Context: an optimization exercise on an open-source flow, tuned for small area. The choices shown serve that exercise and are no tape-out recipe.
In this exercise RTL edits were held to simulation tests only and were not proved equivalent to the original.
Power figures rest on the tool's default switching activity, not on a simulated workload.

Design fcache_ctrl, start of the top module:
module fcache_ctrl #(
  parameter int W     = 16,
  parameter int NREGS = 15,
  parameter int DEPTH = 8
) (
  input  logic                         clk,
  input  logic                         reset,
  input  logic                         save_req,
  input  logic                         restore_req,
  input  logic [W*NREGS-1:0]           fcOut,
  output logic [W*NREGS-1:0]           fcIn,
  output logic                         restore,
  output logic                         busy,
  output logic                         done,
  output logic                         overflow,
  output logic                         underflow,
  output logic [$clog2(DEPTH+1)-1:0]   depth
);
  localparam int FRAME_W = W * NREGS;
  localparam int DEPTH_W = $clog2(DEPTH + 1);
  localparam int IDX_W   = $clog2(NREGS + 1);
  localparam int NSLOT   = DEPTH - 1;
  logic [NREGS-1:0]     gh_q;        
  logic [IDX_W-1:0]     cnt_q;       
  logic [DEPTH_W-1:0]   sp_q;
  logic                 busy_q, rd_q, fin_q;
  logic                 restore_q, done_q, ovf_q, unf_q;
  logic [FRAME_W-1:0]   buf_q;
  logic [FRAME_W-1:0]   fcin_q;
  logic [W-1:0]         slot_q [NSLOT][NREGS];
  logic idle, full, empty;
  logic acc_save, acc_rest, err_ovf, err_unf, last;
  logic wr_en, cap_en, load_en;
  logic [W-1:0] wdata, tap;
  logic [DEPTH_W-1:0] rd_sel;
  assign idle     = !busy_q && !fin_q;
  assign full     = sp_q[DEPTH_W-1];
  assign empty    = (sp_q == '0);
  assign acc_save = idle && save_req && !full;
  assign err_ovf  = idle && save_req && full;
  assign acc_rest = idle && !save_req && restore_req && !empty;
  assign err_unf  = idle && !save_req && restore_req && empty;
  assign last     = rd_q ? (cnt_q == IDX_W'(NREGS)) : (cnt_q == IDX_W'(NREGS - 1));
  assign wr_en    = busy_q && !rd_q;
  assign cap_en   = busy_q && rd_q && !full;
  assign load_en  = busy_q && rd_q && last;
  always_comb begin
    wdata = '0;
    for (int k = 0; k < NREGS; k++)
  ...
Size: about 490 I/O pins, roughly 0.054 mm2 of cells after synthesis.
==> flow/config.mk <==
export PLATFORM = sky130hd
export DESIGN_NAME = fcache_ctrl
export DESIGN_NICKNAME = fcache_ctrl
export VERILOG_FILES = /design/flow/design.v
export SDC_FILE = /design/flow/constraint.sdc
export NUM_CORES = 4
export LEC_CHECK = 0
export CAP_MARGIN = 20
export CORE_MARGIN = 2
export CORE_UTILIZATION = 50
export CTS_BUF_LIST = sky130_fd_sc_hd__clkbuf_8
export CTS_CLUSTER_DIAMETER = 60
export CTS_CLUSTER_SIZE = 18
export PLACE_DENSITY = 0.65
export SLEW_MARGIN = 20
==> flow/constraint.sdc <==
create_clock -name core_clock -period 7.0 [get_ports {clk}]
set_input_delay 1.4000 -clock core_clock [delete_from_list [all_inputs] [get_ports {clk}]]
set_output_delay 1.4000 -clock core_clock [all_outputs]
set_load 0.01 [all_outputs]
standard.sh (not shown) runs the stock make flow with config.mk's settings and CLKGATE_MAP_FILE= SYNTH_SCRIPT=/design/flow/synth_recipe.tcl, a recipe that flattens the netlist after the stock synthesis.
==> flow/flow/run.sh <==
#!/bin/bash
# Standard ORFS layout (the standard.sh, unchanged synthesis) with two changes:
# ports are buffered with buf_1 instead of clkdlybuf4s50_1, and CTS inserts no
# dummy loads. Each tool's output goes to standard.log and ORFS's own logs.
export BUFFER_PORTS_ARGS="-buffer_cell sky130_fd_sc_hd__buf_1"
export CTS_ARGS="-sink_clustering_enable -repair_clock_nets -buf_list sky130_fd_sc_hd__clkbuf_8 -sink_clustering_size 18 -sink_clustering_max_diameter 60 -dont_use_dummy_load"
bash standard.sh > standard.log 2>&1
==> next run, changes <==
==> flow/run.sh (new file) <==
#!/bin/bash
# synth_recipe.tcl (not shown) runs the flow's synth.tcl, then flattens the netlist and writes it again
# the make line also repeats each setting of config.mk as NAME=value (left out here)
make -C /OpenROAD-flow-scripts/flow DESIGN_CONFIG=/design/flow/config.mk WORK_HOME=/design/flow/orfs CLKGATE_MAP_FILE= SYNTH_SCRIPT=/design/flow/synth_recipe.tcl finish
removed: flow/flow/run.sh
removed: flow/standard.sh
Core utilization rose by 3.4 points. Area after synthesis does not change. Register-to-register slack improved by 0.02 ns. Synthesized cell count stays the same. Hold slack improved by 0.031 ns.

Setup of the baseline:
The RTL this note starts from:
==> flow/design.v <==
module fcache_ctrl #(
  parameter int W     = 16,
  parameter int NREGS = 15,
  parameter int DEPTH = 8
) (
  input  logic                         clk,
  input  logic                         reset,
  input  logic                         save_req,
  input  logic                         restore_req,
  input  logic [W*NREGS-1:0]           fcOut,
  output logic [W*NREGS-1:0]           fcIn,
  output logic                         restore,
  output logic                         busy,
  output logic                         done,
  output logic                         overflow,
  output logic                         underflow,
  output logic [$clog2(DEPTH+1)-1:0]   depth
);
  localparam int FRAME_W = W * NREGS;
  localparam int DEPTH_W = $clog2(DEPTH + 1);
  localparam int IDX_W   = $clog2(NREGS + 1);
  localparam int NSLOT   = DEPTH - 1;
  logic [IDX_W-1:0]     g_q;         
  logic [IDX_W-1:0]     cnt_q;       
  logic [DEPTH_W-1:0]   sp_q;
  logic                 busy_q, rd_q, fin_q;
  logic                 restore_q, done_q, ovf_q, unf_q;
  logic [FRAME_W-1:0]   buf_q;
  logic [FRAME_W-1:0]   fcin_q;
  logic [W-1:0]         slot_q [NSLOT][NREGS];
  logic idle, full, empty;
  logic acc_save, acc_rest, err_ovf, err_unf, last;
  logic wr_en, cap_en, load_en;
  logic [W-1:0] wdata, tap;
  logic [DEPTH_W-1:0] rd_sel;
  assign idle     = !busy_q && !fin_q;
  assign full     = sp_q[DEPTH_W-1];
  assign empty    = (sp_q == '0);
  assign acc_save = idle && save_req && !full;
  assign err_ovf  = idle && save_req && full;
  assign acc_rest = idle && !save_req && restore_req && !empty;
  assign err_unf  = idle && !save_req && restore_req && empty;
  assign last     = rd_q ? (cnt_q == IDX_W'(NREGS)) : (cnt_q == IDX_W'(NREGS - 1));
  assign wr_en    = busy_q && !rd_q;
  assign cap_en   = busy_q && rd_q && !full;
  assign load_en  = busy_q && rd_q && last;
  always_comb begin
    wdata = buf_q[W-1:0];
    for (int k = 0; k < NREGS; k++)
      if (g_q == IDX_W'(k)) wdata = buf_q[W*k +: W];
  end
  assign rd_sel = sp_q - DEPTH_W'(1);
  always_comb begin
    tap = slot_q[0][0];
    for (int s = 0; s < NSLOT; s++)
      if (rd_sel[DEPTH_W-2:0] == (DEPTH_W-1)'(s)) tap = slot_q[s][0];
  end
  for (genvar s = 0; s < NSLOT; s++) begin : g_slot
    always_ff @(posedge clk) begin
      for (int p = 0; p < NREGS - 1; p++)
        slot_q[s][p] <= slot_q[s][p+1];
      if (wr_en && sp_q[DEPTH_W-2:0] == (DEPTH_W-1)'(s))
        slot_q[s][NREGS-1] <= wdata;
      else
        slot_q[s][NREGS-1] <= slot_q[s][0];
    end
  end
  always_ff @(posedge clk) begin
    if (acc_save) begin
      buf_q <= fcOut;
    end else if (cap_en) begin
      for (int k = 0; k < NREGS; k++)
        if (g_q == IDX_W'(k)) buf_q[W*k +: W] <= tap;
    end
  end
  always_ff @(posedge clk) begin
    if (reset) begin
      g_q       <= '0;
      cnt_q     <= '0;
      sp_q      <= '0;
      busy_q    <= 1'b0;
      rd_q      <= 1'b0;
      fin_q     <= 1'b0;
      restore_q <= 1'b0;
      done_q    <= 1'b0;
      ovf_q     <= 1'b0;
      unf_q     <= 1'b0;
      fcin_q    <= '0;
    end else begin
      g_q       <= (g_q == IDX_W'(NREGS - 1)) ? '0 : g_q + IDX_W'(1);
      restore_q <= load_en;
      done_q    <= fin_q;
      if (err_ovf) ovf_q <= 1'b1;
      if (err_unf) unf_q <= 1'b1;
      if (load_en) fcin_q <= buf_q;
      if (busy_q) begin
        cnt_q <= cnt_q + IDX_W'(1);
        if (last) begin
          busy_q <= 1'b0;
          fin_q  <= 1'b1;
          sp_q   <= rd_q ? sp_q - DEPTH_W'(1) : sp_q + DEPTH_W'(1);
        end
      end else if (fin_q) begin
        fin_q <= 1'b0;
      end else if (acc_save || acc_rest) begin
        busy_q <= 1'b1;
        rd_q   <= acc_rest;
        cnt_q  <= '0;
      end else if (err_ovf || err_unf) begin
        fin_q <= 1'b1;
      end
    end
  end
  assign fcIn      = fcin_q;
  assign restore   = restore_q;
  assign busy      = busy_q;
  assign done      = done_q;
  assign overflow  = ovf_q;
  assign underflow = unf_q;
  assign depth     = sp_q;
endmodule
==> flow/config.mk <==
export PLATFORM = sky130hd
export DESIGN_NAME = fcache_ctrl
export DESIGN_NICKNAME = fcache_ctrl
export VERILOG_FILES = /design/flow/design.v
export SDC_FILE = /design/flow/constraint.sdc
export NUM_CORES = 4
export LEC_CHECK = 0
export CAP_MARGIN = 20
export CORE_MARGIN = 2
export CORE_UTILIZATION = 35
export PLACE_DENSITY = 0.55
export SLEW_MARGIN = 20
==> flow/constraint.sdc <==
create_clock -name core_clock -period 7.0 [get_ports {clk}]
set_input_delay 1.4000 -clock core_clock [delete_from_list [all_inputs] [get_ports {clk}]]
set_output_delay 1.4000 -clock core_clock [all_outputs]
set_load 0.01 [all_outputs]
run.sh (not shown) runs the stock make flow with config.mk's settings and CLKGATE_MAP_FILE= SYNTH_SCRIPT=/design/flow/synth_recipe.tcl, a recipe that flattens the netlist after the stock synthesis.
Stock flow here: none of the scripts above is used.
The baseline reached the end of the flow, and the finished layout is clean on the timing, design-rule and antenna checks.
Input changes introduced in the candidate (baseline for comparison: the baseline):
- CORE_UTILIZATION changed from 35 to 60
- CTS_BUF_LIST newly set to sky130_fd_sc_hd__clkbuf_4 sky130_fd_sc_hd__clkbuf_8
- CTS_CLUSTER_SIZE newly set to 20
- PLACE_DENSITY changed from 0.55 to 0.75
## What came out
The lower global-route usage came out of the baseline.
Taking the baseline as the reference point, the number of nets in the finished design of the candidate rises by 130.
In the candidate relative to the baseline, final design area excluding fillers had gone down by a few percent.
When the candidate is measured against the baseline, its average via count per standard cell turns out about 16% higher.
Diff the baseline -> the candidate: areal power density over the cells lower; routed length on met1 lost 12,000 um; number of H-tree levels picked up an extra 1; routed wire length lost 8.5%; final setup slack of the worst path picked up an extra 170 ps.

==> afterwards: timing with drivers on the ports <==
The results above use ideal ports. As a check the final layouts listed here were re-extracted and re-timed, cells and wires unchanged. Step 1 (the two cells are an assumption about what drives the block):
set clk [get_ports {clk}]
set_driving_cell -lib_cell sky130_fd_sc_hd__clkbuf_16 $clk
set_driving_cell -lib_cell sky130_fd_sc_hd__buf_2 [delete_from_list [all_inputs] $clk]
Step 2, shift: input delay + t, output delay - t, t = (earliest + latest rising clock arrival at the registers) / 2. This alone moves slack from input paths to output paths. Slacks: ideal ports / drivers / drivers and shift; pairs: ideal ports / drivers.
| run | t, ns | setup WS [ns] | pins driven straight from the clock port |
|---|---|---|---|
| the first run of note 1 | 0.869 | 3.307 / 3.276 / 2.976 | 1 |
| the second run of note 1 | 0.908 | 2.932 / 2.865 / 2.776 | 1 |
| the baseline | 0.892 | 2.530 / 2.531 / 2.342 | 1 |
| the candidate | 1.001 | 2.697 / 2.697 / 2.166 | 1 |
After both steps setup and hold are still met in every run listed. For the candidate, which loses most, drivers alone change the setup slack by 0.000 ns; drivers and shift together by -0.531 ns.
